This is an optimization exercise on Yosys and OpenROAD, whose aim is a short achievable clock period and few clock cycles per item, not a production implementation.
In this exercise RTL edits were held to simulation tests only and were not proved equivalent to the original.
In every run shown here, the design's own scripts or RTL, not TritonCTS, make the clock network.
The flow treats the clock pin as an ideal source. Dropping or thinning the clock tree relies on that and would not hold on a real chip.
No activity file was given, so power comes from the tool's default toggle rates.

$ cat flow/run.sh
#!/bin/bash
# The standard layout, with the output registers moved next to their port
# buffers (flow/place_tweak.tcl) and the clock tree built by flow/clock_tree.tcl in
# place of TritonCTS (hooked in through ORFS's PRE_CTS_TCL). Clock nets are
# routed on met4 and met5.
set -euo pipefail
W=$(pwd)
{
  echo "export PRE_CTS_TCL = $W/flow/cts_hook.tcl"
  echo "export BT_CLUSTER = 24"
  echo "export BT_NROOT = 4"
  echo "export MIN_CLK_ROUTING_LAYER = met4"
} >> config.mk
bash standard.sh finish > "$W/standard_flow.log" 2>&1
$ cat flow/clock_tree.tcl
# Build a two-level clock tree by hand: the clock port drives NROOT root
# buffers, each drives a group of leaf buffers, each leaf buffer drives a
# cluster of about CLUSTER flip-flop clock pins that lie close together.
proc bt_env {name default} {
  if {[info exists ::env($name)] && $::env($name) ne ""} { return $::env($name) }
  return $default
}

# Split items ({x y payload}) into k groups of near-equal size that are
# compact: sort into s vertical strips by x, then each strip by y into chunks.
proc bt_split {items k} {
  set n [llength $items]
  if {$k <= 1 || $n <= 1} { return [list $items] }
  set s [expr {max(1, int(round(sqrt($k))))}]
  set byx [lsort -real -index 0 $items]
  set groups {}
  set start 0
  set kleft $k
  for {set i 0} {$i < $s} {incr i} {
    # groups in this strip
    set kstrip [expr {int(round(double($kleft) / ($s - $i)))}]
    if {$kstrip < 1} { set kstrip 1 }
    set nstrip [expr {int(round(double($n - $start) * $kstrip / $kleft))}]
    set strip [lrange $byx $start [expr {$start + $nstrip - 1}]]
    set start [expr {$start + $nstrip}]
    set kleft [expr {$kleft - $kstrip}]
    set byy [lsort -real -index 1 $strip]
    set m [llength $byy]
    set b 0
    for {set j 0} {$j < $kstrip} {incr j} {
      set e [expr {int(round(double($m) * ($j + 1) / $kstrip))}]
      set g [lrange $byy $b [expr {$e - 1}]]
      if {[llength $g]} { lappend groups $g }
      set b $e
    }
  }
  return $groups
}

proc bt_centroid {g} {
  set sx 0.0; set sy 0.0
  foreach it $g { set sx [expr {$sx + [lindex $it 0]}]; set sy [expr {$sy + [lindex $it 1]}] }
  return [list [expr {$sx / [llength $g]}] [expr {$sy / [llength $g]}]]
}

proc bt_place {inst x y} {
  set m [$inst getMaster]
  set block [ord::get_db_block]
  set core [$block getCoreArea]
  set w [$m getWidth]; set h [$m getHeight]
  set px [expr {int($x - $w / 2)}]
  set py [expr {int($y - $h / 2)}]
  set px [expr {max([$core xMin], min([$core xMax] - $w, $px))}]
  set py [expr {max([$core yMin], min([$core yMax] - $h, $py))}]
  $inst setLocation $px $py
  $inst setPlacementStatus PLACED
}

proc build_clock_tree {args} {
  set block [ord::get_db_block]
  set db [ord::get_db]
  set cluster [bt_env BT_CLUSTER 32]
  set nroot [bt_env BT_NROOT 4]
  set leafm [$db findMaster [bt_env BT_LEAF sky130_fd_sc_hd__clkbuf_16]]
  set rootm [$db findMaster [bt_env BT_ROOT sky130_fd_sc_hd__clkbuf_16]]
  set clk [$block findNet [bt_env BT_CLK clk_i]]
  set sinks {}
  foreach it [$clk getITerms] {
    set inst [$it getInst]
    set bb [$inst getBBox]
    lappend sinks [list [expr {([$bb xMin] + [$bb xMax]) / 2.0}] [expr {([$bb yMin] + [$bb yMax]) / 2.0}] $it]
  }
  set n [llength $sinks]
  set k [expr {max(1, int(ceil(double($n) / $cluster)))}]
  puts "build_clock_tree: $n sinks, $k leaf buffers, $nroot root buffers"
  set leaves {}
  set i 0
  foreach g [bt_split $sinks $k] {
    set c [bt_centroid $g]
    set inst [odb::dbInst_create $block $leafm "clkbuf_leaf_$i\_clk"]
    set net [odb::dbNet_create $block "clknet_leaf_$i\_clk"]
    $net setSigType CLOCK
    bt_place $inst [lindex $c 0] [lindex $c 1]
    [$inst findITerm X] connect $net
    foreach s $g {
      set it [lindex $s 2]
      $it disconnect
      $it connect $net
    }
    lappend leaves [list [lindex $c 0] [lindex $c 1] $inst]
    incr i
  }
  set j 0
  foreach g [bt_split $leaves $nroot] {
    set c [bt_centroid $g]
    set inst [odb::dbInst_create $block $rootm "clkbuf_root_$j\_clk"]
    set net [odb::dbNet_create $block "clknet_root_$j\_clk"]
    $net setSigType CLOCK
    bt_place $inst [lindex $c 0] [lindex $c 1]
    [$inst findITerm X] connect $net
    [$inst findITerm A] connect $clk
    foreach l $g { [[lindex $l 2] findITerm A] connect $net }
    incr j
  }
}
$ cat flow/cts_hook.tcl
# PRE_CTS hook: move the output registers next to their port buffers, then
# replace TritonCTS with the two-level tree of clock_tree.tcl. The rest of the
# CTS step (legalisation, timing repair) runs as usual.
source [file join [file dirname [info script]] place_tweak.tcl]
source [file join [file dirname [info script]] clock_tree.tcl]
rename clock_tree_synthesis tritoncts_clock_tree_synthesis
proc clock_tree_synthesis {args} {
  pull_output_registers
  build_clock_tree
}
$ cat flow/place_tweak.tcl
# Move each register that drives an output port's buffer next to that
# buffer, so the register's output wire is short; legalisation follows.
proc pull_output_registers {} {
  set block [ord::get_db_block]
  set n 0
  foreach bt [$block getBTerms] {
    if {[$bt getIoType] ne "OUTPUT"} { continue }
    set net [$bt getNet]
    if {$net eq "NULL"} { continue }
    set buf ""
    foreach it [$net getITerms] {
      if {[$it isOutputSignal]} { set buf [$it getInst] }
    }
    if {$buf eq ""} { continue }
    set src ""
    foreach it [$buf getITerms] {
      if {[$it isInputSignal]} {
        set n2 [$it getNet]
        if {$n2 eq "NULL"} { continue }
        foreach it2 [$n2 getITerms] {
          if {[$it2 isOutputSignal]} { set src [$it2 getInst] }
        }
      }
    }
    if {$src eq ""} { continue }
    if {![[$src getMaster] isSequential]} { continue }
    set loc [$buf getLocation]
    $src setLocation [lindex $loc 0] [lindex $loc 1]
    $src setPlacementStatus PLACED
    incr n
  }
  puts "pull_output_registers: moved $n registers"
}
$ cat standard.sh
#!/bin/bash
# synth_recipe.tcl (not shown) runs the flow's synth.tcl, then flattens the netlist and writes it again
# the make line also repeats each setting of config.mk as NAME=value (left out here)
make -C /OpenROAD-flow-scripts/flow DESIGN_CONFIG=/design/flow/config.mk WORK_HOME=/design/flow/orfs CLKGATE_MAP_FILE= SYNTH_SCRIPT=/design/flow/synth_recipe.tcl "${@:-finish}"
$ cat config.mk
export PLATFORM = sky130hd
export DESIGN_NAME = small_set_membership_table
export DESIGN_NICKNAME = small_set_membership_table
export VERILOG_FILES = /design/flow/design.v
export SDC_FILE = /design/flow/constraint.sdc
export NUM_CORES = 4
export LEC_CHECK = 0
export ABC_CLOCK_PERIOD_IN_PS = 1000
export CAP_MARGIN = 20
export CORE_MARGIN = 2
export CORE_UTILIZATION = 65
export PLACE_DENSITY = 0.75
export SETUP_SLACK_MARGIN = 3.8
export SLEW_MARGIN = 20
export SYNTH_HIERARCHICAL = 1
export PRE_CTS_TCL = /design/flow/flow/cts_hook.tcl
export BT_CLUSTER = 24
export BT_NROOT = 4
export MIN_CLK_ROUTING_LAYER = met4
$ cat constraint.sdc
create_clock -name core_clock -period 6.0 [get_ports {clk_i}]
set_input_delay 1.2000 -clock core_clock [delete_from_list [all_inputs] [get_ports {clk_i}]]
set_output_delay 1.2000 -clock core_clock [all_outputs]
set_load 0.01 [all_outputs]
$ cat design.v
`default_nettype none
package ssmt_pkg;
  localparam int unsigned OP_W           = 2;
  localparam int unsigned VALUE_W        = 16;
  localparam int unsigned COUNT_W        = 7;
  localparam int unsigned DEF_CAPACITY   = 64;
  localparam int unsigned DEF_ELEM_WIDTH = 16;
  typedef enum logic [OP_W-1:0] {
    OP_INSERT = 2'd0,
    OP_DELETE = 2'd1,
    OP_QUERY  = 2'd2,
    OP_CLEAR  = 2'd3
  } ssmt_op_e;
  typedef struct packed {
    logic ins_en;
    logic del_en;
  } ssmt_ctl_t;
endpackage
`default_nettype wire
`default_nettype none
module ssmt_cell #(
  parameter int unsigned ELEM_WIDTH = ssmt_pkg::DEF_ELEM_WIDTH,
  parameter bit          INV        = 1'b0
) (
  input  wire logic                   clk_i,
  input  wire logic                   we_i,
  input  wire logic [ELEM_WIDTH-1:0]  wdata_i,
  input  wire logic [ELEM_WIDTH-1:0]  elem_i,
  output logic                        match_o
);
  logic [ELEM_WIDTH-1:0] entry_q;
  if (INV) begin : g_inv
    assign match_o = entry_q == ~elem_i;
  end else begin : g_true
    assign match_o = entry_q == elem_i;
  end
  always_ff @(posedge clk_i) begin
    if (we_i) begin
      entry_q <= wdata_i;
    end
  end
endmodule
`default_nettype wire
`default_nettype none
module ssmt_member #(
  parameter int unsigned N = 1
) (
  input  wire logic [N-1:0] grp_i,     
  input  wire logic         clr_i,     
  input  wire logic         delok_i,   
  input  wire logic         pend_i,    
  input  wire logic         eqp_i,     
  output logic              member_o
);
  assign member_o = ((|grp_i) && !clr_i && !(delok_i && eqp_i)) || (pend_i && eqp_i);
endmodule
module ssmt_pick #(
  parameter int unsigned W = 1
) (
  input  wire logic         sel_i,
  input  wire logic [W-1:0] one_i,     
  input  wire logic [W-1:0] zero_i,    
  output logic      [W-1:0] y_o
);
  assign y_o = sel_i ? one_i : zero_i;
endmodule
`default_nettype wire
`default_nettype none
module ssmt_ffz #(
  parameter int unsigned W   = 4,
  parameter int unsigned SUB = 4
) (
  input  wire logic         sel_i,
  input  wire logic [W-1:0] free_i,
  output logic      [W-1:0] first_o
);
  localparam int unsigned NS = W / SUB;
  logic [NS-1:0] any;
  logic [NS-1:0] lead;    
  for (genvar s = 0; s < NS; s++) begin : g_sub
    assign any[s] = |free_i[s*SUB +: SUB];
    if (s == 0) begin : g_s0
      assign lead[s] = sel_i && any[s];
    end else begin : g_sn
      assign lead[s] = sel_i && any[s] && !(|any[s-1:0]);
    end
    for (genvar j = 0; j < SUB; j++) begin : g_slot
      if (j == 0) begin : g_j0
        assign first_o[s*SUB+j] = lead[s] && free_i[s*SUB+j];
      end else begin : g_jn
        assign first_o[s*SUB+j] = lead[s] && free_i[s*SUB+j] && !(|free_i[s*SUB +: j]);
      end
    end
  end
endmodule
module ssmt_atleast4 #(
  parameter int unsigned NS = 1
) (
  input  wire logic [NS-1:0][3:0] th_i,
  output logic                    ok_o
);
  localparam int unsigned LV = (NS > 1) ? $clog2(NS) : 1;
  localparam int unsigned NP = 1 << LV;
  logic [LV:0][NP-1:0][4:1] node;
  for (genvar n = 0; n < NP; n++) begin : g_leaf
    if (n < NS) begin : g_in
      assign node[0][n] = th_i[n];
    end else begin : g_pad
      assign node[0][n] = '0;
    end
  end
  for (genvar l = 0; l < LV; l++) begin : g_lv
    for (genvar n = 0; n < (NP >> (l + 1)); n++) begin : g_node
      logic [4:0] a, b;
      assign a = {node[l][2*n], 1'b1};
      assign b = {node[l][2*n+1], 1'b1};
      for (genvar k = 1; k <= 4; k++) begin : g_k
        logic [k:0] t;
        for (genvar i = 0; i <= k; i++) begin : g_i
          assign t[i] = a[i] && b[k-i];
        end
        assign node[l+1][n][k] = |t;
      end
    end
    for (genvar n = (NP >> (l + 1)); n < NP; n++) begin : g_unused
      assign node[l+1][n] = '0;
    end
  end
  assign ok_o = node[LV][0][4];
endmodule
`default_nettype wire
`default_nettype none
module small_set_membership_table #(
  parameter int unsigned CAPACITY   = ssmt_pkg::DEF_CAPACITY,
  parameter int unsigned ELEM_WIDTH = ssmt_pkg::DEF_ELEM_WIDTH
) (
  input  wire logic                          clk_i,
  input  wire logic                          rst_ni,
  input  wire logic                          start_i,
  output logic                               busy_o,
  input  wire logic [ssmt_pkg::OP_W-1:0]     op_i,
  input  wire logic [ssmt_pkg::VALUE_W-1:0]  value_i,
  output logic                               valid_o,
  output logic                               was_member_o,
  output logic [ssmt_pkg::COUNT_W-1:0]       count_o,
  output logic                               empty_res_o,
  output logic                               full_res_o,
  output logic                               rejected_o
);
  localparam int unsigned CNT_W = $clog2(CAPACITY + 1);
  localparam int unsigned NGRP  = 4;
  localparam int unsigned SUB   = 4;                       
  localparam int unsigned GRP   = ((CAPACITY + 2 + 3 * NGRP + 1 + NGRP * SUB - 1) / (NGRP * SUB)) * SUB;
  localparam int unsigned PHYS  = NGRP * GRP;
  localparam int unsigned NSUB  = PHYS / SUB;
  localparam int unsigned OR_W  = 4;                       
  localparam int unsigned NOR   = (PHYS + OR_W - 1) / OR_W;
  localparam int unsigned NCOPY = 4;                       
  assign busy_o = 1'b0;
  logic                          a_vld_q;
  logic [ssmt_pkg::OP_W-1:0]     a_op_q;
  logic [ELEM_WIDTH-1:0]         a_v_q;        
  logic [NCOPY-1:0][ELEM_WIDTH-1:0] a_vc_q;
  always_ff @(posedge clk_i or negedge rst_ni) begin
    if (!rst_ni) begin
      a_vld_q <= 1'b0;
    end else begin
      a_vld_q <= start_i;
    end
  end
  always_ff @(posedge clk_i) begin
    a_op_q    <= op_i;
    a_v_q     <= ELEM_WIDTH'(value_i);
    a_vc_q[0] <= ELEM_WIDTH'(value_i);
    a_vc_q[1] <= ~(ELEM_WIDTH'(value_i));
    if (start_i) begin
      a_vc_q[2] <= ELEM_WIDTH'(value_i);
      a_vc_q[3] <= ~(ELEM_WIDTH'(value_i));
    end
  end
  logic a_ins, a_del, a_clr;
  assign a_ins = a_vld_q && a_op_q == ssmt_pkg::OP_INSERT;
  assign a_del = a_vld_q && a_op_q == ssmt_pkg::OP_DELETE;
  assign a_clr = a_vld_q && a_op_q == ssmt_pkg::OP_CLEAR;
  logic [PHYS-1:0]  valid_q, valid_d;
  logic [PHYS-1:0]  pslot_q;          
  logic             pend_q;           
  logic [PHYS-1:0]  fs_q, fs_d;       
  logic [PHYS-1:0]  live;             
  assign live = valid_q | (pslot_q & {PHYS{pend_q}});
  logic [PHYS-1:0]       match;
  logic [ELEM_WIDTH-1:0] b_v_q;
  logic [ELEM_WIDTH-1:0] b_vn_q;     
  for (genvar i = 0; i < PHYS; i++) begin : g_cell
    localparam int unsigned C = i * NCOPY / PHYS;
    ssmt_cell #(
      .ELEM_WIDTH(ELEM_WIDTH),
      .INV       (C % 2 == 1)
    ) u_cell (
      .clk_i  (clk_i),
      .we_i   (b_ins && fs_q[i]),
      .wdata_i(b_v_q),
      .elem_i (a_vc_q[C]),
      .match_o(match[i])
    );
  end
  logic                          b_vld_q;
  logic                          b_ins, b_del, b_clr;
  logic [PHYS-1:0]               b_m_q;     
  logic [NOR-1:0]                b_g_q;     
  logic                          b_eqp_q;   
  logic                          delok_q;   
  logic                          clr_q;     
  logic [PHYS-1:0]               hit;
  assign hit = match & live;
  always_ff @(posedge clk_i or negedge rst_ni) begin
    if (!rst_ni) begin
      b_vld_q <= 1'b0;
      b_ins   <= 1'b0;
      b_del   <= 1'b0;
      b_clr   <= 1'b0;
    end else begin
      b_vld_q <= a_vld_q;
      b_ins   <= a_ins;
      b_del   <= a_del;
      b_clr   <= a_clr;
    end
  end
  always_ff @(posedge clk_i) begin
    b_v_q   <= a_v_q;
    b_vn_q  <= ~a_v_q;
    b_m_q   <= hit;
    b_eqp_q <= a_v_q == ~b_vn_q;
  end
  for (genvar j = 0; j < NOR; j++) begin : g_or
    localparam int unsigned LO = j * OR_W;
    localparam int unsigned HI = (LO + OR_W < PHYS) ? LO + OR_W : PHYS;
    always_ff @(posedge clk_i) begin
      b_g_q[j] <= |hit[HI-1:LO];
    end
  end
  logic [CNT_W-1:0] count_q, count_d;
  logic             full_q, full_d;
  logic             empty_d;
  logic             member;
  logic             ins_ok, del_ok;
  ssmt_member #(
    .N(NOR)
  ) u_member (
    .grp_i   (b_g_q),
    .clr_i   (clr_q),
    .delok_i (delok_q),
    .pend_i  (pend_q),
    .eqp_i   (b_eqp_q),
    .member_o(member)
  );
  always_comb begin
    if (b_clr) begin
      valid_d = '0;
    end else begin
      valid_d = live & ~({PHYS{b_del}} & (b_m_q | (pslot_q & {PHYS{pend_q && b_eqp_q}})));
    end
  end
  logic [PHYS-1:0]           freev;
  logic [NSUB-1:0][3:0]      lack_q, lack_d;    
  logic [NGRP-1:0]           short_q, short_d;
  logic [NGRP-1:0]           gsel_q, gsel_d;
  assign freev = ~(valid_q | pslot_q | fs_q);
  for (genvar s = 0; s < NSUB; s++) begin : g_cnt
    logic [SUB-1:0] f;
    logic [SUB:0]   one, two, three, four;
    assign f        = freev[s*SUB +: SUB];
    assign one[0]   = 1'b0;
    assign two[0]   = 1'b0;
    assign three[0] = 1'b0;
    assign four[0]  = 1'b0;
    for (genvar j = 0; j < SUB; j++) begin : g_slot
      assign one[j+1]   = one[j] || f[j];
      assign two[j+1]   = two[j] || (one[j] && f[j]);
      assign three[j+1] = three[j] || (two[j] && f[j]);
      assign four[j+1]  = four[j] || (three[j] && f[j]);
    end
    assign lack_d[s] = ~{four[SUB], three[SUB], two[SUB], one[SUB]};
  end
  for (genvar g = 0; g < NGRP; g++) begin : g_grp
    logic ok;
    ssmt_atleast4 #(
      .NS(GRP / SUB)
    ) u_atleast4 (
      .th_i(~lack_q[g*(GRP/SUB) +: GRP/SUB]),
      .ok_o(ok)
    );
    assign short_d[g] = !ok;
    ssmt_ffz #(
      .W  (GRP),
      .SUB(SUB)
    ) u_ffz (
      .sel_i  (gsel_q[g]),
      .free_i (freev[g*GRP +: GRP]),
      .first_o(fs_d[g*GRP +: GRP])
    );
    if (g == 0) begin : g_first
      assign gsel_d[g] = !short_q[g];
    end else begin : g_rest
      assign gsel_d[g] = !short_q[g] && (&short_q[g-1:0]);
    end
  end
  logic [CNT_W-1:0] cnt_mem, cnt_non;
  logic             at_one, at_top;    
  logic             at_zero;           
  assign at_one  = count_q == CNT_W'(1);
  assign at_top  = count_q == CNT_W'(CAPACITY - 1);
  assign at_zero = count_q == '0;
  always_comb begin
    if (b_clr) begin
      cnt_mem = '0;
      cnt_non = '0;
    end else begin
      cnt_mem = b_del ? count_q - CNT_W'(1) : count_q;
      cnt_non = (b_ins && !full_q) ? count_q + CNT_W'(1) : count_q;
    end
  end
  logic rej_d;
  ssmt_pick #(
    .W(CNT_W + 5)
  ) u_pick (
    .sel_i (member),
    .one_i ({cnt_mem, !b_clr && !b_del && full_q, b_clr || (b_del && at_one),
             1'b0, b_del, 1'b0}),
    .zero_i({cnt_non, !b_clr && (full_q || (b_ins && at_top)), b_clr || (at_zero && !b_ins),
             b_ins && !full_q, 1'b0, b_ins && full_q}),
    .y_o   ({count_d, full_d, empty_d, ins_ok, del_ok, rej_d})
  );
  always_ff @(posedge clk_i or negedge rst_ni) begin
    if (!rst_ni) begin
      valid_q <= '0;
      pend_q  <= 1'b0;
      delok_q <= 1'b0;
      clr_q   <= 1'b0;
      short_q <= '0;
      gsel_q  <= NGRP'(1);
      count_q <= '0;
      full_q  <= 1'b0;
    end else begin
      valid_q <= valid_d;
      pend_q  <= ins_ok;
      delok_q <= del_ok;
      clr_q   <= b_clr;
      short_q <= short_d;
      gsel_q  <= gsel_d;
      count_q <= count_d;
      full_q  <= full_d;
    end
  end
  always_ff @(posedge clk_i) begin
    pslot_q <= fs_q;
    fs_q    <= fs_d;
    lack_q  <= lack_d;
  end
  logic                          valid_q_r;
  logic                          was_q, empty_q, full_r_q, rej_q;
  logic [ssmt_pkg::COUNT_W-1:0]  cnt_res_q;
  always_ff @(posedge clk_i or negedge rst_ni) begin
    if (!rst_ni) begin
      valid_q_r <= 1'b0;
    end else begin
      valid_q_r <= b_vld_q;
    end
  end
  always_ff @(posedge clk_i) begin
    was_q     <= member;
    cnt_res_q <= ssmt_pkg::COUNT_W'(count_d);
    empty_q   <= empty_d;
    full_r_q  <= full_d;
    rej_q     <= rej_d;
  end
  assign valid_o      = valid_q_r;
  assign was_member_o = was_q;
  assign count_o      = cnt_res_q;
  assign empty_res_o  = empty_q;
  assign full_res_o   = full_r_q;
  assign rejected_o   = rej_q;
endmodule
`default_nettype wire
==> qor.txt, run 1 <==
Floorplan core area = 0.1104 mm^2
Post-synthesis instance area = 0.07205 mm^2
Layout cells sized above 1 = 8.342%
Remaining antenna violation count = 0
Pre-CTS WS = 3111 ps
Fin. max-slew vios = 0
Synth cell count leaders = 1,312 x edfxtp_1, 660 x xor2_1, 642 x xnor2_1
Vias in the first global route = 38,495
Remaining DRCs = 0
CTS Hold Bufs = 0
Slew headroom = 28.86%
Yosys top cell by area = edfxtp_1
Critical Path Stages = 1
Mux cell area share after synthesis = 0.2535%
Gp weighted congestion = 0.8252
Hold path depth = 0
Share of Yosys cell area claimed by the top area cell type = 54.68%
Avg Cell Area, Syn = 15.32 um^2
Syn. warnings = 9
Clock-pin slew on the worst setup and hold paths = 90 ps
Hold Vio Cnt, Final = 0
Kind of critical path = flop to output port
Hpwl dp = 93,300 um
Critical Path Slowest Stage Cell = dfrtp_1
Clk Latency, worst-skew pair = 550 ps
Overall routing resource usage = 30.44%
P per Cell Area = 276.1 mW/mm^2
Routed wire per std cell = 27.39 um
Endpoint class of the critical path = output port
Crit Path Max Fanout = 1
Post-synth EDFFs = 1,312
Vias post-DR = 39,698
Crit path cell chain = buf_6
Finished Core Util = 69.89%
Remaining Overflow, GRT = 0
Final setup TNS = 0 ps
Worst slew pin tran = 1067 ps
Number of max-cap violations = 0
Initial antenna violation count = 7
Most frequent cell after synthesis = edfxtp_1
CP max stage delay = 390 ps
Port Buf Inserts = 32
Number of buffers and inverters on the critical path = 1
Final Cycle Share = 37.59%
Critical Path RT = 4800 ps
Nets = 4,894
Main synth FF type = edfxtp_1
Die Height = 336.9 um
Async SR Flop Fraction = 5.722%
Hold Crit Class = flop to flop
Final wirelength = 174,100 um
Worst Setup Start Kind = flop
WP data arrival = 1060 ps
#FFs+latches synth = 1,835
Library cells used by synthesis = 60
I/O pin cnt = 34
Final min period = 2256 ps
Largest cells by area after synthesis = edfxtp_1 55%, dfxtp_1 12%, xor2_1 8.0%
Total die area = 0.1135 mm^2
Leak = 0.02554 uW
XOR/XNOR Fraction of Synth Area = 15.83%
Status = no timing/DRC/antenna violations
Vias per cell = 6.246
Cells after Synth = 4,703
Final setup fails = 0
Post-Synth Adder-Cell Area = 0.3473%
First DRT Iteration DRCs = 4,815
Largest family of logic cells by synthesized area = XOR/XNOR gates
Pre-antenna DRT Iters = 5
Compound-Gate Fraction of Synth Area = 3.365%
Worst setup margin = 3744 ps
RSZ-0062 raised after global routing = true
Sequential share of the synthesized area = 69.94%
Peak VDD IR = 0.0003080 V
Fin Clk Skew = 27.43 ps
FP Rows = 122
Simple logic cell fraction of the synthesized area = 9.254%
Achievable Freq = 443.3 MHz
Crit path max-delay family = flip-flops
Die width = 336.9 um
Pin count of the biggest net entering global routing = 65
Reg2Reg Depth = 6
Starting Density = 65.29%
Area grow syn2layout = 7.043%
First-pass GRT wire length = 251,600 um
final cells by class:
cell class / count / area [um^2]
Multi-Input combinational cell: 2684 / 20990
Timing Repair Buffer: 133 / 1187
Buffer: 81 / 2027
Sequential cell: 1835 / 50550
Antenna cell: 1 / 2.502
Fill cell: 7342 / 33240
Tap cell: 1488 / 1862
Inverter: 134 / 503.0
power by group:
part | internal, uW | total [uW] | switching (uW)
Combinational | 509 | 1400 | 888
Clock | 2380 | 5920 | 3540
Sequential | 13700 | 14000 | 295
Total | 16600 | 21300 | 4720
final timing paths:
check / slack [ps] / startpoint / to
max in group asynchronous: 4510 / rst_ni / gsel_q[0]
min reg2reg: 360 / b_vld_q / valid_q_r
max reg2reg: 3840 / a_v_q[4] / b_g_q[1]
min: 360 / b_vld_q / valid_q_r
max: 3740 / valid_q_r / valid_o
min in group asynchronous: 630 / rst_ni / valid_q[74]
sequential cells by signal, indices dropped and copies added (netlist names), 2 cells and up:
name and cells:
a_op_q 2, a_v_q 15, a_vc_q 49, b_g_q 20, b_m_q 80, b_v_q 16, b_vn_q 16, cnt_res_q 7
count_q 7, fs_q 80, g_cell.u_cell.entry_q 1280, gsel_q 4, lack_q 80, pslot_q 80, short_q 4, valid_q 80
repair_timing:
| item | in CTS | in global routing |
|---|---|---|
| setup endpoints to repair | 807 | 26 |
| gates cloned | 1 | 0 |
| resized for setup | 51 | 58 |
| pin swaps | 1 | 0 |
| setup buffers | 6 | 24 |
per-layer routing:
layer | vias up | share of wire (%) | GRT usage (%)
li1 | 17451 | - | -
met2 | 1834 | 46 | 48.42
met4 | 30 | 2.8 | 7.076
met3 | 290 | 9.0 | 3.014
met1 | 20093 | 41 | 45.20
met5 | - | 0.31 | 7.872
stage by stage:
step | cell area [um^2] | total power [uW] | cells | hold slack (ps)
3_3_place_gp | 74650 | 15580 | 6242 | 331.9
2_1_floorplan | 72060 | 14980 | 4706 | 331.2
5_1_grt | 77130 | 21850 | 6356 | 375.7
3_5_place_dp | 74670 | 15610 | 6243 | 335.6
4_1_cts | 76890 | 20220 | 6331 | 340.3
6_report | 77130 | 21300 | 6356 | 358.8
cells in the final DEF (no fill, tap or decap), types with 18 or more instances in the layout:
cell / n
edfxtp_1: 1312
xor2_1: 660
xnor2_1: 642
dfxtp_1: 374
nand4_1: 324
inv_1: 133
a211oi_1: 101
and2_1: 100
dfrtp_1: 100
a21oi_1: 96
nor3_1: 95
nor4_2: 85
buf_4: 84
a21o_1: 81
clkbuf_16: 81
nor2b_1: 80
nor2_1: 64
nand3_1: 38
dfxtp_4: 35
o21ai_0: 34
nand2_1: 30
or4_1: 25
a22oi_1: 24
or3_1: 22
maj3_1: 20
nor4_1: 19
nor3b_1: 18
buf_6: 18
cells by family after synthesis:
kind of cell / count (synthesis)
flops: 1835
compound gates: 360
buf+inv: 188
simple gates: 980
fa+ha+maj: 24
other cells: 1
xor+xnor: 1302
mux: 13
Testbench counts, summed over its fixed seeds: cycles 32,024, items 32,000.
==> run 2, diff against run 1 <==
--- a/config.mk
+++ b/config.mk
@@ -10,5 +10,5 @@
 export CORE_MARGIN = 2
-export CORE_UTILIZATION = 65
-export PLACE_DENSITY = 0.75
-export SETUP_SLACK_MARGIN = 3.8
+export CORE_UTILIZATION = 70
+export PLACE_DENSITY = 0.8
+export SETUP_SLACK_MARGIN = 3.9
 export SLEW_MARGIN = 20
==> qor.txt, run 2 <==
Status = no timing/DRC/antenna violations
Final setup fails = 0 (unchanged)
Remaining antenna violation count = 0 (unchanged)
Floorplan core area = 0.1019 mm^2 (-7.7%)
Largest cells by area after synthesis = edfxtp_1 55%, dfxtp_1 12%, xor2_1 8.0%
Nets = 4,881 (-0.27%)
Commonest non-fill, non-tap cell in the layout = edfxtp_1
WP data arrival = 1060 ps (about the same)
Most flops, register = g_cell.u_cell.entry_q
Overall routing resource usage = 32.43% (+2.0 points)
Area grow syn2layout = 7.017% (about the same)
Post-synth EDFFs = 1,312 (unchanged)
Synth cell count leaders = 1,312 x edfxtp_1, 660 x xor2_1, 642 x xnor2_1
Most frequent cell after synthesis = edfxtp_1
I/O pin cnt = 34 (unchanged)
Initial antenna violation count = 10 (+3)
Final wirelength = 173,800 um (-0.17%)
Placed cell areas = 0.07458 mm^2 (-0.13%)
Library cells used by synthesis = 60 (unchanged)
Main synth FF type = edfxtp_1
Port Buf Inserts = 32 (unchanged)
Storage cell area = 0.05053 mm^2 (about the same)
Crit Path Max Fanout = 1 (unchanged)
Sequential share of the synthesized area = 69.94% (unchanged)
Remaining DRCs = 0 (unchanged)
Worst Setup Start Kind = flop
Hold Crit Start = fs_q[2]
Crit path max-delay family = flip-flops
Number of buffers and inverters on the critical path = 1 (unchanged)
Achievable Freq = 442.5 MHz (-0.19%)
Starting Density = 70.72% (+5.4 points)
Crit path cell chain = clkbuf_2
Pre-antenna DRT Iters = 6 (+1)
Hold Crit Class = flop to flop
Syn. warnings = 9 (unchanged)
Number of max-cap violations = 0 (unchanged)
Avg Cell Area, Syn = 15.32 um^2 (unchanged)
Endpoint class of the critical path = output port
Clk Latency, worst-skew pair = 560 ps (about the same)
Worst slew pin tran = 1123 ps (+55.65 ps)
Area of the multi-input gates = 0.02109 mm^2 (+0.45%)
First DRT Iteration DRCs = 4,845 (+0.62%)
First element of the critical path = valid_q_r
Layout cells sized above 1 = 8.900% (+0.56 points)
Gp weighted congestion = 0.8483 (+2.8%)
Slew headroom = 25.15% (-3.7 points)
Remaining Overflow, GRT = 0 (unchanged)
Critical Path Slowest Stage Cell = dfrtp_1
Kind of critical path = flop to output port
Hold Vio Cnt, Final = 0 (unchanged)
Die width = 324.8 um (-3.6%)
Vias per cell = 6.442 (+3.1%)
Cells after Synth = 4,703 (unchanged)
Fillers = 6,167 (-16%)
Fin. max-slew vios = 0 (unchanged)
#FFs+latches synth = 1,835 (unchanged)
Final min period = 2260 ps (+4.390 ps)
Total die area = 0.1055 mm^2 (-7.1%)
Critical Path RT = 4800 ps (about the same)
FP Rows = 117 (-4.1%)
First-pass GRT wire length = 252,000 um (+0.15%)
RSZ-0062 raised after global routing = true
CP max stage delay = 380 ps (about the same)
Share of Yosys cell area claimed by the top area cell type = 54.68% (unchanged)
Vias in the first global route = 39,114 (+1.6%)
FF-to-FF Start = b_g_q[16]
Yosys top cell by area = edfxtp_1
Fin Clk Skew = 33.80 ps (+6.366 ps)
Most frequent cells in the layout = 1,312 x edfxtp_1, 660 x xor2_1, 642 x xnor2_1, 379 x dfxtp_1, 324 x nand4_1
Vias post-DR = 40,087 (+0.98%)
Routed wire per std cell = 27.93 um (+2.0%)
Die Height = 324.8 um (-3.6%)
Max reg flops = 1,280 (unchanged)
Final setup TNS = 0 ps (unchanged)
Peak VDD IR = 0.0003383 V (+9.8%)
Pin count of the biggest net entering global routing = 70 (+7.7%)
Hpwl dp = 92,240 um (-1.1%)
P per Cell Area = 276.4 mW/mm^2 (+0.11%)
Final Cycle Share = 37.67% (+0.073 points)
Post-synthesis instance area = 0.07205 mm^2 (unchanged)
Clock-pin slew on the worst setup and hold paths = 90 ps (about the same)
Async SR Flop Fraction = 5.722% (unchanged)
Leak = 0.02561 uW (+0.28%)
Post-route cell area = 0.07711 mm^2 (about the same)
==> run 2: layer usage <==
metal | wire [um] | vias to the layer above | track usage, %
li1 | - | 17397 | -
met1 | 69300 | 20203 | 48.26
met2 | 81790 | 2145 | 51.98
met3 | 17470 | 323 | 2.791
met4 | 4836 | 19 | 7.770
met5 | 385 | - | 8.243
==> run 2: cell type report <==
type	count	share of cell area [%]
timing repair buffer	120	1.618
antenna	1	0.003245
inverter	134	0.6572
buffer	81	2.629
tap	1368	2.220
sequential	1835	65.53
multi-input combinational	2684	27.35
==> run 2: worst paths after layout <==
kind	end	slack (ps)	cells past startpoint
max in group asynchronous	valid_q[19]	4630	2
setup reg to reg	cnt_res_q[2]	3910	4
hold / removal	pslot_q[2]	370	0
setup / recovery	valid_o	3740	1
min in group asynchronous	valid_q[46]	530	1
hold reg to reg	pslot_q[2]	370	0
==> run 2: stage by stage <==
stage          setup slack (ps)  total power [uW]  cells  hold slack [ps]  util [%]
6_report                   3740             21310   6223            368.6     75.68
5_1_grt                    3735             21780   6222            377.3     75.68
4_1_cts                    3903             20250   6220            357.1     75.50
3_5_place_dp               3433             15630   6132            338.0     73.20
3_3_place_gp               3498             15590   6131            334.0     73.18
2_1_floorplan              3992             14980   4706            331.2         -
==> run 2: kinds of logic after synthesis <==
logic type,Yosys count,synth area share [%]
AO/OA/AOI/OAI,360,3.365
XOR/XNOR,1302,15.83
adder cells (fa/ha/maj),24,0.3473
buffers and inverters,188,1.007
flip-flops,1835,69.94
multiplexers,13,0.2535
other,1,0.005205
AND/OR/NAND/NOR,980,9.254
==> run 2: timing repair <==
item,CTS,global route
cloned,1,0
gates resized for setup,103,83
buffers inserted,6,2
setup endpoints to repair,814,49
hold buffers,0,0
pin swaps,1,0
==> run 2: power by group <==
group | total (uW) | internal [uW] | switching, uW
combinational | 1480 | 514 | 962
clock | 5900 | 2380 | 3520
sequential | 13900 | 13700 | 253
==> run 3, diff against run 2 <==
--- a/flow/run.sh
+++ b/flow/run.sh
@@ -9,3 +9,4 @@
   echo "export PRE_CTS_TCL = $W/flow/cts_hook.tcl"
-  echo "export BT_CLUSTER = 24"
+  echo "export BT_CLUSTER = 32"
+  echo "export BT_ROOT = sky130_fd_sc_hd__buf_16"
   echo "export BT_NROOT = 4"
--- a/config.mk
+++ b/config.mk
@@ -10,5 +10,5 @@
 export CORE_MARGIN = 2
-export CORE_UTILIZATION = 70
-export PLACE_DENSITY = 0.8
-export SETUP_SLACK_MARGIN = 3.9
+export CORE_UTILIZATION = 65
+export PLACE_DENSITY = 0.75
+export SETUP_SLACK_MARGIN = 3.8
 export SLEW_MARGIN = 20
@@ -16,3 +16,4 @@
 export PRE_CTS_TCL = /design/flow/flow/cts_hook.tcl
-export BT_CLUSTER = 24
+export BT_CLUSTER = 32
+export BT_ROOT = sky130_fd_sc_hd__buf_16
 export BT_NROOT = 4
==> qor.txt, run 3 <==
First DRT Iteration DRCs = 5,058 (+4.4%)
Fin. max-slew vios = 0 (unchanged)
Number of max-cap violations = 0 (unchanged)
Most frequent cell after synthesis = edfxtp_1
Mux cell area share after synthesis = 0.2535% (unchanged)
Peak VDD IR = 0.0003164 V (-6.5%)
Post-synth EDFFs = 1,312 (unchanged)
Pwr Total = 20,680 uW (-3.0%)
Gp weighted congestion = 0.8252 (-2.7%)
Hold Path Sink = valid_q_r
Final setup TNS = 0 ps (unchanged)
Endpoint class of the critical path = output port
Compound-Gate Fraction of Synth Area = 3.365% (unchanged)
Pre-antenna DRT Iters = 6 (unchanged)
Nets = 4,880 (-0.020%)
Commonest non-fill, non-tap cell in the layout = edfxtp_1
Die width = 336.9 um (+3.7%)
Starting Density = 65.29% (-5.4 points)
Synth cell count leaders = 1,312 x edfxtp_1, 660 x xor2_1, 642 x xnor2_1
Post-Synth Adder-Cell Area = 0.3473% (unchanged)
Reg2Reg Depth = 6 (+2)
First-pass GRT wire length = 250,700 um (-0.52%)
Remaining Overflow, GRT = 0 (unchanged)
Clk Latency, worst-skew pair = 500 ps (-60 ps)
Total die area = 0.1135 mm^2 (+7.6%)
Post-route cell area = 0.07667 mm^2 (-0.56%)
FP Rows = 122 (+4.3%)
Hold Vio Cnt, Final = 0 (unchanged)
Vias per cell = 6.237 (-3.2%)
Main synth FF type = edfxtp_1
Crit Path Max Fanout = 1 (unchanged)
Finished Core Util = 69.47% (-6.2 points)
Die Height = 336.9 um (+3.7%)
Hold Crit Start = b_vld_q
Remaining DRCs = 0 (unchanged)
Library cells used by synthesis = 60 (unchanged)
Status = no timing/DRC/antenna violations
Leak = 0.02539 uW (-0.84%)
Final wirelength = 173,700 um (about the same)
XOR/XNOR Fraction of Synth Area = 15.83% (unchanged)
Pin count of the biggest net entering global routing = 65 (-7.1%)
Crit path max-delay family = flip-flops
Initial antenna violation count = 6 (-4)
Hpwl dp = 93,300 um (+1.1%)
Crit path cell chain = dlymetal6s2s_1
Worst Setup Start Kind = flop
Vias post-DR = 39,551 (-1.3%)
Placed cell areas = 0.07467 mm^2 (+0.13%)
Area grow syn2layout = 6.415%
Final setup fails = 0 (unchanged)
I/O pin cnt = 34 (unchanged)
N_diodes = 0 (-1)
#FFs+latches synth = 1,835 (unchanged)
Critical Path Slowest Stage Cell = dfrtp_1
Avg Cell Area, Syn = 15.32 um^2 (unchanged)
Reg-to-Reg End = b_g_q[1]
Fin Clk Skew = 33.53 ps (-0.2656 ps)
Overall routing resource usage = 30.32% (-2.1 points)
Achievable Freq = 443.3 MHz (+0.18%)
Simple logic cell fraction of the synthesized area = 9.254% (unchanged)
Post-synthesis instance area = 0.07205 mm^2 (unchanged)
WP data arrival = 1060 ps (about the same)
Syn. warnings = 9 (unchanged)
RSZ-0062 raised after global routing = true
Largest cells by area after synthesis = edfxtp_1 55%, dfxtp_1 12%, xor2_1 8.0%
Vias in the first global route = 38,174 (-2.4%)
P per Cell Area = 269.8 mW/mm^2 (-2.4%)
Hold Crit Class = flop to flop
Clock-pin slew on the worst setup and hold paths = 120 ps (+30 ps)
Kind of critical path = flop to output port
Critical Path RT = 4800 ps (about the same)
Sequential share of the synthesized area = 69.94% (unchanged)
Max reg flops = 1,280 (unchanged)
Hold path depth = 0 (unchanged)
Yosys top cell by area = edfxtp_1
Share of Yosys cell area claimed by the top area cell type = 54.68% (unchanged)
Final min period = 2256 ps (-4.060 ps)
FF-to-FF Start = a_v_q[4]
Routed wire per std cell = 27.40 um (-1.9%)
Reg2reg setup slack = 3840 ps (-70 ps)
Slew headroom = 28.15% (+3.0 points)
Largest family of logic cells by synthesized area = XOR/XNOR gates
Most frequent cells in the layout = 1,312 x edfxtp_1, 660 x xor2_1, 642 x xnor2_1, 383 x dfxtp_1, 324 x nand4_1
Fillers = 7,372 (+20%)
Port Buf Inserts = 32 (unchanged)
Floorplan core area = 0.1104 mm^2 (+8.3%)
Final Cycle Share = 37.60% (-0.068 points)
Most flops, register = g_cell.u_cell.entry_q
Remaining antenna violation count = 0 (unchanged)
Cells after Synth = 4,703 (unchanged)
Layout cells sized above 1 = 7.768% (-1.1 points)
WHS = 366.0 ps (-2.565 ps)
Number of buffers and inverters on the critical path = 1 (unchanged)
Async SR Flop Fraction = 5.722% (unchanged)
Worst slew pin tran = 1070 ps (-53.25 ps)
CP max stage delay = 390 ps (about the same)
CTS Hold Bufs = 0 (unchanged)
[run 3: cell count changes in the layout (fill, tap and decap cells not counted), moves of 8 or more]
cell	change
and2_1	+42
and2_2	-42
buf_4	+52
buf_6	-38
clkbuf_16	-23
dfxtp_2	-12
dfxtp_4	+8
[run 3: per-layer routing]
metal  vias to the layer above  global-route usage (%)  wire (um)
met2                      1850                   48.37      80830
met3                       284                   2.554      15490
met5                         -                   7.532        766
li1                      17393                       -          -
met1                     19994                   45.21      71750
met4                        30                   7.095       4908
[run 3: metrics by stage]
stage / instances / worst slack [ps]
after floorplan: 4706 / 3992
after global placement: 6242 / 3132
after detailed placement: 6243 / 3111
after CTS: 6312 / 3818
after global routing: 6341 / 3700
final: 6341 / 3744
[run 3: how the worst max path moves through the flow]
stage | start | to | slack (ps) | depth (start not counted)
after floorplan | a_v_q[5] | b_g_q[0] | 3990 | 5
after global placement | b_ins | count_q[5] | 3130 | 4
after detailed placement | pend_q | count_q[4] | 3110 | 3
after CTS | b_clr | count_q[1] | 3820 | 3
after global routing | valid_q_r | valid_o | 3700 | 1
final | valid_q_r | valid_o | 3740 | 1
[run 3: final cells by class]
cell class	count	area [um^2]	area share [%]
multi-input cells	2684	20980	27.36
repair buffers	138	1231	1.606
well taps	1488	1862	2.428
plain buffers	62	1562	2.037
flip-flops and latches	1835	50540	65.92
inverters	134	503.0	0.6560
[run 3: logic make-up after synthesis]
family	after synthesis
AO/OA/AOI/OAI	360
multiplexers	13
adder cells (fa/ha/maj)	24
XOR/XNOR	1302
buffers and inverters	188
AND/OR/NAND/NOR	980
other	1
flip-flops	1835
[run 3: power breakdown]
group          leakage, uW  internal [uW]  total (uW)  switching, uW
Clock             0.000765           1890        5320           3420
Sequential          0.0167          13700       14000            291
Combinational      0.00797            506        1390            888
[run 3: what timing repair did]
item / 4_1_cts / 5_1_grt
cloned: 1 / 0
pin swaps: 1 / 0
resized for setup: 52 / 22
setup buffers: 6 / 29
setup endpoints to repair: 807 / 20
hold endpoints to repair: 0 / 0
[run 3: worst register-to-register path: stages, from the launching register on]
cell and delay [ps]:
dfxtp_1 320, buf_4 460, xnor2_1 210, nand4_1 140, nor4_2 80, nor2b_1 140
or4_1 640
==> run 4, diff against run 3 <==
--- a/flow/run.sh
+++ b/flow/run.sh
@@ -9,3 +9,3 @@
   echo "export PRE_CTS_TCL = $W/flow/cts_hook.tcl"
-  echo "export BT_CLUSTER = 32"
+  echo "export BT_CLUSTER = 28"
   echo "export BT_ROOT = sky130_fd_sc_hd__buf_16"
--- a/config.mk
+++ b/config.mk
@@ -16,3 +16,3 @@
 export PRE_CTS_TCL = /design/flow/flow/cts_hook.tcl
-export BT_CLUSTER = 32
+export BT_CLUSTER = 28
 export BT_ROOT = sky130_fd_sc_hd__buf_16
==> qor.txt, run 4 <==
Status = no timing/DRC/antenna violations
Clock-pin slew on the worst setup and hold paths = 100 ps (-20 ps)
Reg-to-Reg End = b_g_q[2]
GR Util met3 = 2.755% (+0.20 points)
Overall routing resource usage = 30.42% (+0.10 points)
Most frequent cell after synthesis = edfxtp_1
Pre-CTS WS = 3111 ps (unchanged)
Critical Path Slowest Stage Cell = dfrtp_1
Main synth FF type = edfxtp_1
Avg Cell Area, Syn = 15.32 um^2 (unchanged)
Grt met2 use = 48.41% (about the same)
Remaining DRCs = 0 (unchanged)
Hold Crit Class = flop to flop
Final wirelength = 176,700 um (+1.7%)
Internal = 16,320 uW (+1.5%)
Peak VDD IR = 0.0002864 V (-9.5%)
P per Cell Area = 271.9 mW/mm^2 (+0.79%)
Switch share = 22.23% (-0.028 points)
Floorplan core area = 0.1104 mm^2 (unchanged)
Vias per cell = 6.252 (+0.24%)
Remaining antenna violation count = 0 (unchanged)
Post-synthesis instance area = 0.07205 mm^2 (unchanged)
Commonest non-fill, non-tap cell in the layout = edfxtp_1
CP max stage delay = 380 ps (about the same)
Most flops, register = g_cell.u_cell.entry_q
Crit path max-delay family = flip-flops
CTS Hold Bufs = 0 (unchanged)
Clk Latency, worst-skew pair = 500 ps (about the same)
Hold Crit Start = b_vld_q
Routed wire per std cell = 27.77 um (+1.4%)
Crit Path Max Fanout = 1 (unchanged)
Synth cell count leaders = 1,312 x edfxtp_1, 660 x xor2_1, 642 x xnor2_1
Library cells used by synthesis = 60 (unchanged)
Leak = 0.02563 uW (+0.94%)
First DRT Iteration DRCs = 4,884 (-3.4%)
Hold path depth = 0 (unchanged)
Gp weighted congestion = 0.8252 (unchanged)
Kind of critical path = flop to output port
#FFs+latches synth = 1,835 (unchanged)
Sequential share of power = 66.5% (-1.1 points)
Hold Path Sink = valid_q_r
Final min period = 2265 ps (+8.570 ps)
Comb power frac = 6.9% (+0.2 points)
Yosys top cell by area = edfxtp_1
Final setup fails = 0 (unchanged)
Starting Density = 65.29% (unchanged)
Slew headroom = 27.62% (-0.53 points)
Fin. max-slew vios = 0 (unchanged)
Reg2Reg Depth = 5 (-1)
Final setup TNS = 0 ps (unchanged)
Switch Pwr = 4663 uW (+1.3%)
Clock Power Share = 26.6% (+0.9 points)
Largest cells by area after synthesis = edfxtp_1 55%, dfxtp_1 12%, xor2_1 8.0%
Number of buffers and inverters on the critical path = 1 (unchanged)
Post-route insts no fill = 6,361 (+0.32%)
Total die area = 0.1135 mm^2 (unchanged)
Vias in the first global route = 38,393 (+0.57%)
Cells after Synth = 4,703 (unchanged)
FF-to-FF Start = a_v_q[1]
Placed cell count = 6,243 (unchanged)
Die Height = 336.9 um (unchanged)
Sequential share of the synthesized area = 69.94% (unchanged)
Fin Clk Skew = 33.11 ps (-0.4215 ps)
Gr busiest metal = met2
RSZ-0062 raised after global routing = true
Worst slew pin tran = 1077 ps (+7.828 ps)
I/O pin cnt = 34 (unchanged)
Most frequent cells in the layout = 1,312 x edfxtp_1, 660 x xor2_1, 642 x xnor2_1, 383 x dfxtp_1, 324 x nand4_1
Nets = 4,898 (+0.37%)
Achievable Freq = 441.6 MHz (-0.38%)
Hold Vio Cnt, Final = 0 (unchanged)
First-pass GRT wire length = 251,400 um (+0.28%)
Crit path cell chain = dlymetal6s2s_1
Port Buf Inserts = 32 (unchanged)
Max reg flops = 1,280 (unchanged)
Critical Path RT = 4800 ps (about the same)
Remaining Overflow, GRT = 0 (unchanged)
WP data arrival = 1060 ps (about the same)
Post-synth EDFFs = 1,312 (unchanged)
Vias post-DR = 39,770 (+0.55%)
Worst Setup Start Kind = flop
Syn. warnings = 9 (unchanged)
Die width = 336.9 um (unchanged)
Pre-antenna DRT Iters = 6 (unchanged)
Layout cells sized above 1 = 8.089% (+0.32 points)
Pin count of the biggest net entering global routing = 65 (unchanged)
Share of Yosys cell area claimed by the top area cell type = 54.68% (unchanged)
Endpoint class of the critical path = output port
Async SR Flop Fraction = 5.722% (unchanged)
Initial antenna violation count = 5 (-1)
Met1 global-route usage = 45.25% (about the same)
Number of max-cap violations = 0 (unchanged)
Worst setup margin = 3735 ps (-8.570 ps)
FP Rows = 122 (unchanged)
Hpwl dp = 93,300 um (unchanged)
Final Cycle Share = 37.74% (+0.14 points)
Area grow syn2layout = 7.087%
Reg2reg setup slack = 3820 ps (-20 ps)
[run 4: cell counts after synthesis]
No cell type changed its count.
[run 4: cell type report]
class	count	area [um^2]
Antenna cell	2	5.005
Buffer	70	1762
Fill cell	7319	33200
Inverter	134	503.0
Multi-Input combinational cell	2684	20990
Sequential cell	1835	50540
Tap cell	1488	1862
Timing Repair Buffer	148	1496
[run 4: kinds of logic (layout without fill, tap and decap cells)]
group                    Yosys count  count (layout)  share of synthesized area [%]
multiplexers                      13              13                         0.2535
other                              1               6                       0.005205
AND/OR/NAND/NOR                  980             981                          9.254
adder cells (fa/ha/maj)           24              24                         0.3473
buffers and inverters            188             352                          1.007
flip-flops                      1835            1835                          69.94
AO/OA/AOI/OAI                    360             360                          3.365
XOR/XNOR                        1302            1302                          15.83
[run 4: per-layer routing]
metal  wire length [um]  share of wire (%)
met4               4445                2.5
met1              73090                 41
met2              83030                 47
met3              15500                8.8
met5                595               0.34
[run 4: power by group through the flow]
stage	clock (uW)	combinational, uW	sequential [uW]
after floorplan	0	686	14300
after CTS	4250	1360	14300
after detailed placement	0	1340	14300
after global routing	5980	1540	14000
final	5580	1450	14000
after global placement	0	1310	14300
[run 4: worst max path at each step]
stage | startpoint | end | slack, ps | cells after the start
2_1_floorplan | a_v_q[5] | b_g_q[0] | 3990 | 5
3_3_place_gp | b_ins | count_q[5] | 3130 | 4
3_5_place_dp | pend_q | count_q[4] | 3110 | 3
4_1_cts | pend_q | b_g_q[2] | 3810 | 4
5_1_grt | valid_q_r | valid_o | 3700 | 1
6_report | valid_q_r | valid_o | 3740 | 1
[run 4: per-stage QoR]
stage               total power (uW)  area [um^2]  hold WS (ps)  utilization [%]
floorplan                      14980        72060         331.2                -
global placement               15580        74650         331.9            67.64
detailed placement             15610        74670         335.6            67.66
CTS                            19890        76620         340.3            69.43
global route                   21500        77150         379.0            69.91
finish                         20980        77160         361.0            69.91
[run 4: worst register-to-register path, delay by kind of cell (launching register included)]
kind	cells	cell delay [ps]
simple gates	4	1080
flops	1	720
xor+xnor	1	200
[run 4: what timing repair did]
| action | in CTS | in global routing |
|---|---|---|
| pin swaps | 1 | 0 |
| resized for setup | 51 | 24 |
| setup endpoints to repair | 808 | 25 |
| endpoints found under the hold margin | 0 | 0 |
| gates cloned | 1 | 0 |
| buffers inserted | 6 | 39 |
==> run 5, diff against run 4 <==
--- a/design.v
+++ b/design.v
@@ -161,3 +161,2 @@
   logic [ssmt_pkg::OP_W-1:0]     a_op_q;
-  logic [ELEM_WIDTH-1:0]         a_v_q;        
   logic [NCOPY-1:0][ELEM_WIDTH-1:0] a_vc_q;
@@ -172,3 +171,2 @@
     a_op_q    <= op_i;
-    a_v_q     <= ELEM_WIDTH'(value_i);
     a_vc_q[0] <= ELEM_WIDTH'(value_i);
@@ -189,3 +187,13 @@
   logic [PHYS-1:0]  live;             
-  assign live = valid_q | (pslot_q & {PHYS{pend_q}});
+  logic [PHYS-1:0] live_h;
+  logic            pendn_q, pend_nr_q, pendn_nr_q;
+  for (genvar i = 0; i < PHYS; i++) begin : g_live
+    if (i < PHYS / 2) begin : g_lo
+      assign live[i]   = valid_q[i] || (pslot_q[i] && pend_q);
+      assign live_h[i] = valid_q[i] || (pslot_q[i] && pend_nr_q);
+    end else begin : g_hi
+      assign live[i]   = valid_q[i] || (pslot_q[i] && !pendn_q);
+      assign live_h[i] = valid_q[i] || (pslot_q[i] && !pendn_nr_q);
+    end
+  end
   logic [PHYS-1:0]       match;
@@ -214,3 +222,3 @@
   logic [PHYS-1:0]               hit;
-  assign hit = match & live;
+  assign hit = match & live_h;
   always_ff @(posedge clk_i or negedge rst_ni) begin
@@ -229,6 +237,6 @@
   always_ff @(posedge clk_i) begin
-    b_v_q   <= a_v_q;
-    b_vn_q  <= ~a_v_q;
+    b_v_q   <= ~a_vc_q[3];
+    b_vn_q  <= a_vc_q[3];
     b_m_q   <= hit;
-    b_eqp_q <= a_v_q == ~b_vn_q;
+    b_eqp_q <= a_vc_q[3] == b_vn_q;
   end
@@ -260,3 +268,4 @@
     end else begin
-      valid_d = live & ~({PHYS{b_del}} & (b_m_q | (pslot_q & {PHYS{pend_q && b_eqp_q}})));
+      valid_d = live & ~({PHYS{b_del}} & (b_m_q | (pslot_q & {{(PHYS - PHYS / 2){!pendn_q && b_eqp_q}},
+                                                                {(PHYS / 2){pend_q && b_eqp_q}}})));
     end
@@ -337,2 +346,3 @@
       pend_q  <= 1'b0;
+      pendn_q <= 1'b1;
       delok_q <= 1'b0;
@@ -346,2 +356,3 @@
       pend_q  <= ins_ok;
+      pendn_q <= !ins_ok;
       delok_q <= del_ok;
@@ -358,2 +369,4 @@
     lack_q  <= lack_d;
+    pend_nr_q  <= ins_ok;
+    pendn_nr_q <= !ins_ok;
   end
--- a/flow/place_tweak.tcl
+++ b/flow/place_tweak.tcl
@@ -1,5 +1,7 @@
 # Move each register that drives an output port's buffer next to that
-# buffer, so the register's output wire is short; legalisation follows.
+# buffer, so the register's output wire is short, and make the buffer a
+# plain buf_4 (port buffering picks a delay buffer); legalisation follows.
 proc pull_output_registers {} {
   set block [ord::get_db_block]
+  set bufm [[ord::get_db] findMaster sky130_fd_sc_hd__buf_4]
   set n 0
@@ -14,2 +16,3 @@
     if {$buf eq ""} { continue }
+    $buf swapMaster $bufm
     set src ""
--- a/config.mk
+++ b/config.mk
@@ -12,3 +12,3 @@
 export PLACE_DENSITY = 0.75
-export SETUP_SLACK_MARGIN = 3.8
+export SETUP_SLACK_MARGIN = 4.0
 export SLEW_MARGIN = 20
==> qor.txt, run 5 <==
First DRT Iteration DRCs = 4,135 (-15%)
Switch Pwr = 4780 uW (+2.5%)
FP Rows = 122 (unchanged)
CP max stage delay = 390 ps (about the same)
Remaining DRCs = 0 (unchanged)
WL met1 = 72,390 um (-0.95%)
Hpwl dp = 93,040 um (-0.28%)
Synth cell count leaders = 1,312 x edfxtp_1, 658 x xnor2_1, 644 x xor2_1
Vias post-DR = 39,718 (-0.13%)
Hold Path Sink = pslot_q[41]
Overall routing resource usage = 29.85% (-0.57 points)
Cells after Synth = 4,796 (+2.0%)
Share of Yosys cell area claimed by the top area cell type = 54.21% (-0.46 points)
Reg2reg setup slack = 4010 ps (+190 ps)
Endpoint class of the critical path = output port
Crit path max-delay family = flip-flops
WP data arrival = 1010 ps (-50 ps)
Most flops, register = g_cell.u_cell.entry_q
Final min period = 2210 ps (-54.89 ps)
Number of max-cap violations = 0 (unchanged)
Routed wire per std cell = 26.89 um (-3.2%)
Routed length on met3 = 13,690 um (-12%)
Main synth FF type = edfxtp_1
Crit Path Max Fanout = 1 (unchanged)
Final Cycle Share = 36.83% (-0.91 points)
Post-synth EDFFs = 1,312 (unchanged)
Finished Core Util = 70.45% (+0.54 points)
Status = no timing/DRC/antenna violations
Most frequent cell after synthesis = edfxtp_1
Hold Crit Start = fs_q[41]
Achievable Freq = 452.6 MHz (+2.5%)
Internal = 16,460 uW (+0.90%)
Comb power frac = 7.9% (+1.0 points)
Post-synthesis instance area = 0.07267 mm^2 (+0.86%)
Pwr Total = 21,240 uW (+1.3%)
Number of buffers and inverters on the critical path = 1 (unchanged)
Sequential share of power = 66.0% (-0.5 points)
RSZ-0062 raised after global routing = true
Final setup TNS = 0 ps (unchanged)
Remaining Overflow, GRT = 0 (unchanged)
Fin. max-slew vios = 0 (unchanged)
Kind of critical path = flop to output port
Die Height = 338.4 um (+0.42%)
Clock-pin slew on the worst setup and hold paths = 100 ps (about the same)
First-pass GRT wire length = 251,900 um (+0.19%)
Max reg flops = 1,280 (unchanged)
Die width = 338.4 um (+0.42%)
Reg-to-Reg End = b_g_q[16]
Critical Path RT = 4800 ps (about the same)
Pin count of the biggest net entering global routing = 68 (+4.6%)
Async SR Flop Fraction = 5.767% (+0.045 points)
Floorplan core area = 0.1108 mm^2 (+0.41%)
Clock Power Share = 26.0% (-0.6 points)
Syn. warnings = 9 (unchanged)
Reg2Reg Depth = 6 (+1)
Nets = 4,968 (+1.4%)
Switch share = 22.50% (+0.27 points)
Total die area = 0.1145 mm^2 (+0.85%)
Worst slew pin tran = 1128 ps (+51.03 ps)
Gp weighted congestion = 0.8417 (+2.0%)
P per Cell Area = 272.1 mW/mm^2 (about the same)
Leak = 0.02584 uW (+0.80%)
Vias per cell = 6.178 (-1.2%)
CTS Hold Bufs = 0 (unchanged)
Largest cells by area after synthesis = edfxtp_1 54%, dfxtp_1 12%, xnor2_1 7.9%
Library cells used by synthesis = 62 (+3.3%)
Met2 WL post-DR = 82,710 um (-0.39%)
Critical Path Slowest Stage Cell = dfrtp_1
#FFs+latches synth = 1,838 (+0.16%)
Port Buf Inserts = 32 (unchanged)
Worst Setup Start Kind = flop
N_diodes = 0 (-2)
Initial antenna violation count = 3 (-2)
Hold Vio Cnt, Final = 0 (unchanged)
WHS = 362.2 ps (+1.193 ps)
Peak VDD IR = 0.0002319 V (-19%)
Most frequent cells in the layout = 1,312 x edfxtp_1, 658 x xnor2_1, 644 x xor2_1, 390 x dfxtp_1, 324 x nand4_1
I/O pin cnt = 34 (unchanged)
Fin Clk Skew = 45.02 ps (+11.91 ps)
Slew headroom = 24.78% (-2.8 points)
Commonest non-fill, non-tap cell in the layout = edfxtp_1
Sequential share of the synthesized area = 69.44% (-0.50 points)
Vias in the first global route = 38,190 (-0.53%)
Layout cells sized above 1 = 9.310% (+1.2 points)
Avg Cell Area, Syn = 15.15 um^2 (-1.1%)
Yosys top cell by area = edfxtp_1
Final setup fails = 0 (unchanged)
Area grow syn2layout = 7.438%
Remaining antenna violation count = 0 (unchanged)
Top routing layer in use = met5
Pre-antenna DRT Iters = 5 (-1)
Clk Latency, worst-skew pair = 510 ps (about the same)
Hold Crit Class = flop to flop
Hold path depth = 0 (unchanged)
Final wirelength = 172,800 um (-2.2%)
Crit path cell chain = buf_6
Starting Density = 65.57% (+0.29 points)
FF-to-FF Start = a_vc_q[52]
==> run 5: changes by cell type after synthesis, sizes merged, moves of 6 or more <==
cell    change
o21a       +40
xnor2      +16
clkbuf      +6
a21oi      +40
nor2b       -7
xor2       -16
and2b       +8
==> run 5: worst max path at each step <==
stage	startpoint	endpoint	slack, ps	depth (start not counted)
6_report	valid_q_r	valid_o	3790	1
3_3_place_gp	pend_q	valid_q[18]	3470	3
5_1_grt	valid_q_r	valid_o	3780	1
3_5_place_dp	b_ins	g_cell[15].u_cell.entry_q[11]	3420	2
4_1_cts	a_vc_q[6]	b_g_q[2]	4000	6
2_1_floorplan	a_vc_q[59]	b_g_q[16]	4050	5
==> run 5: routing by layer <==
metal	global-route usage (%)	up-vias
met2	48.59	1550
met4	6.333	34
met1	43.33	20193
met3	3.218	196
met5	8.458	-
li1	-	17745
==> run 5: timing repair <==
action | CTS | global route
setup endpoints to repair | 1327 | 908
cloned | 0 | 1
gates resized for setup | 173 | 135
pin swaps | 0 | 1
setup buffers | 3 | 3
==> run 5: layout make-up <==
class	instances	area (um^2)
repair buffers	132	1703
multi-input cells	2765	21680
plain buffers	70	1762
well taps	1488	1862
flip-flops and latches	1838	50560
inverters	136	510.5
fillers	7445	32750
==> run 5: power groups by stage <==
stage / logic, uW / clock network, uW / registers, uW
2_1_floorplan: 702 / 0 / 14400
3_3_place_gp: 1570 / 0 / 14300
5_1_grt: 1780 / 5960 / 14100
4_1_cts: 1640 / 4250 / 14300
6_report: 1690 / 5530 / 14000
3_5_place_dp: 1600 / 0 / 14300
==> run 5: cells by family after synthesis <==
logic type	Yosys count	synth area share, %
flops	1838	69.44
xor+xnor	1302	15.69
simple gates	981	9.198
compound gates	440	4.025
buf+inv	197	1.045
fa+ha+maj	24	0.3444
mux	13	0.2514
other cells	1	0.005160
==> run 5: through the flow <==
stage | instance area (um^2) | worst slack (ps) | instances
2_1_floorplan | 72680 | 4050 | 4799
3_3_place_gp | 75390 | 3468 | 6351
3_5_place_dp | 75390 | 3424 | 6351
4_1_cts | 77640 | 4000 | 6424
5_1_grt | 78070 | 3776 | 6429
6_report | 78070 | 3790 | 6429
Testbench counts of run 5, summed over its fixed seeds: cycles 32,024, items 32,000.
==> run 6, diff against run 5 <==
--- a/design.v
+++ b/design.v
@@ -347,2 +347,3 @@
       pendn_q <= 1'b1;
+      fs_q    <= '0;
       delok_q <= 1'b0;
@@ -357,2 +358,3 @@
       pendn_q <= !ins_ok;
+      fs_q    <= fs_d;
       delok_q <= del_ok;
@@ -367,3 +369,2 @@
     pslot_q <= fs_q;
-    fs_q    <= fs_d;
     lack_q  <= lack_d;
--- a/config.mk
+++ b/config.mk
@@ -10,4 +10,4 @@
 export CORE_MARGIN = 2
-export CORE_UTILIZATION = 65
-export PLACE_DENSITY = 0.75
+export CORE_UTILIZATION = 75
+export PLACE_DENSITY = 0.85
 export SETUP_SLACK_MARGIN = 4.0
==> qor.txt, run 6 <==
Status = no timing/DRC/antenna violations
Crit path cell chain = buf_6
Final wirelength = 175,000 um (+1.2%)
Pre-antenna DRT Iters = 6 (+1)
Remaining Overflow, GRT = 0 (unchanged)
Floorplan core area = 0.09657 mm^2 (-13%)
Commonest non-fill, non-tap cell in the layout = edfxtp_1
Library cells used by synthesis = 62 (unchanged)
Worst Setup Start Kind = flop
Yosys top cell by area = edfxtp_1
Most flops, register = g_cell.u_cell.entry_q
Clock-pin slew on the worst setup and hold paths = 100 ps (about the same)
Die Height = 316.1 um (-6.6%)
Clk Latency, worst-skew pair = 510 ps (about the same)
Number of buffers and inverters on the critical path = 1 (unchanged)
Crit Path Max Fanout = 1 (unchanged)
Final setup TNS = 0 ps (unchanged)
Final setup fails = 0 (unchanged)
Pin count of the biggest net entering global routing = 91 (+34%)
CTS Hold Bufs = 0 (unchanged)
Critical Path RT = 4800 ps (about the same)
Final min period = 2225 ps (+15.35 ps)
Hold Crit Class = flop to flop
Vias post-DR = 41,052 (+3.4%)
Vias per cell = 6.604 (+6.9%)
Fin. max-slew vios = 0 (unchanged)
WP data arrival = 1030 ps (+20 ps)
Avg Cell Area, Syn = 15.24 um^2 (+0.55%)
Async SR Flop Fraction = 10.12% (+4.4 points)
Max reg flops = 1,280 (unchanged)
Post-synthesis instance area = 0.07307 mm^2 (+0.55%)
Crit path max-delay family = flip-flops
Share of Yosys cell area claimed by the top area cell type = 53.92% (-0.30 points)
Achievable Freq = 449.4 MHz (-0.69%)
Remaining antenna violation count = 0 (unchanged)
Port Buf Inserts = 32 (unchanged)
First DRT Iteration DRCs = 4,908 (+19%)
Overall routing resource usage = 35.02% (+5.2 points)
Fin Clk Skew = 44.23 ps (-0.7825 ps)
CP max stage delay = 400 ps (about the same)
Remaining DRCs = 0 (unchanged)
Number of max-cap violations = 0 (unchanged)
Slew headroom = 23.19% (-1.6 points)
Hpwl dp = 93,990 um (+1.0%)
Cells after Synth = 4,796 (unchanged)
Starting Density = 75.67% (+10 points)
Nets = 4,965 (-0.060%)
Gp weighted congestion = 0.8962 (+6.5%)
Largest cells by area after synthesis = edfxtp_1 54%, dfxtp_1 9.3%, xnor2_1 7.9%
Syn. warnings = 9 (unchanged)
Placed cell count = 6,133 (-3.4%)
Sequential share of the synthesized area = 69.61% (+0.17 points)
FP Rows = 114 (-6.6%)
Area grow syn2layout = 6.783%
Vias in the first global route = 40,189 (+5.2%)
Layout cells sized above 1 = 8.586% (-0.72 points)
Post-route insts no fill = 6,216 (-3.3%)
Endpoint class of the critical path = output port
Leak = 0.02624 uW (+1.6%)
I/O pin cnt = 34 (unchanged)
Final Cycle Share = 37.08% (+0.26 points)
#FFs+latches synth = 1,838 (unchanged)
Peak VDD IR = 0.0003607 V (+56%)
Initial antenna violation count = 4 (+1)
Most frequent cell after synthesis = edfxtp_1
Critical Path Slowest Stage Cell = dfrtp_1
Total die area = 0.09994 mm^2 (-13%)
P per Cell Area = 272.7 mW/mm^2 (+0.21%)
Main synth FF type = edfxtp_1
Hold Vio Cnt, Final = 0 (unchanged)
First-pass GRT wire length = 254,800 um (+1.1%)
Synth cell count leaders = 1,312 x edfxtp_1, 658 x xnor2_1, 644 x xor2_1
Most frequent cells in the layout = 1,312 x edfxtp_1, 658 x xnor2_1, 644 x xor2_1, 324 x nand4_1, 307 x dfxtp_1
Die width = 316.1 um (-6.6%)
RSZ-0062 raised after global routing = true
Routed wire per std cell = 28.15 um (+4.7%)
Post-synth EDFFs = 1,312 (unchanged)
Kind of critical path = flop to output port
Worst slew pin tran = 1152 ps (+23.71 ps)
run 6: worst paths after layout:
path / from / to / slack (ps) / cells past startpoint
worst max-delay path: valid_q_r / valid_o / 3770 / 1
worst min-delay path: fs_q[61] / pslot_q[61] / 390 / 0
worst max register to register: b_v_q[3] / g_cell[7].u_cell.entry_q[3] / 3980 / 1
worst min register to register: fs_q[61] / pslot_q[61] / 390 / 0
max in group asynchronous: rst_ni / valid_q[50] / 4530 / 2
min in group asynchronous: rst_ni / valid_q[52] / 600 / 1
run 6: cell type report:
cell class                 count  area (um^2)
inverter                     136        510.5
fill                        5120        18540
multi-input combinational   2766        21670
timing repair buffer         128         1505
sequential                  1838        50970
buffer                        70         1762
antenna                        2        5.005
tap                         1276         1597
run 6: stage by stage:
step	hold slack [ps]	area [um^2]	setup WS [ps]	power (uW)	util (%)
floorplan	331.2	73080	4050	15150	-
global placement	336.3	75490	3199	15860	78.18
detailed placement	358.9	75490	3096	15910	78.18
CTS	372.1	77650	4003	20210	80.41
global route	410.2	78020	3767	21730	80.80
finish	392.8	78030	3775	21280	80.80
run 6: kinds of logic after synthesis:
logic type	share of synthesized area, %
DFF	69.61
xor gates and xnor gates	15.61
and+or+nand+nor	9.147
AOI/OAI and AO/OA	4.003
buffers and inverters	1.039
adders and majority gates	0.3425
muxes	0.2500
other	0.005132
run 6: per-layer routing:
| metal | GRT usage [%] | vias to the layer above | wire [um] | share of wire, % |
|---|---|---|---|---|
| li1 | - | 17743 | - | - |
| met1 | 49.05 | 20470 | 64650 | 37 |
| met2 | 57.49 | 2423 | 83790 | 48 |
| met3 | 4.872 | 393 | 19760 | 11 |
| met4 | 10.69 | 23 | 6298 | 3.6 |
| met5 | 6.676 | - | 441 | 0.25 |
run 6: where the power goes:
part / switching [uW] / internal (uW)
Sequential: 257 / 13800
Combinational: 1140 / 546
Clock: 3420 / 2110
run 6: timing repair:
item                                    4_1_cts  5_1_grt
endpoints found under the setup margin     1091      221
resized for setup                           124      100
gates cloned                                  3        1
pin swaps                                     3        5
buffers inserted                              6        1
Testbench counts of run 6, summed over its fixed seeds: cycles 32,024, items 32,000.

Setup slack of run 6, layout unchanged: 3.775 ns with ideal ports, 3.606 ns with driving cells assumed (clock clkbuf_16, inputs buf_2), 3.936 ns with port delays also shifted by the 0.653 ns mid clock arrival.
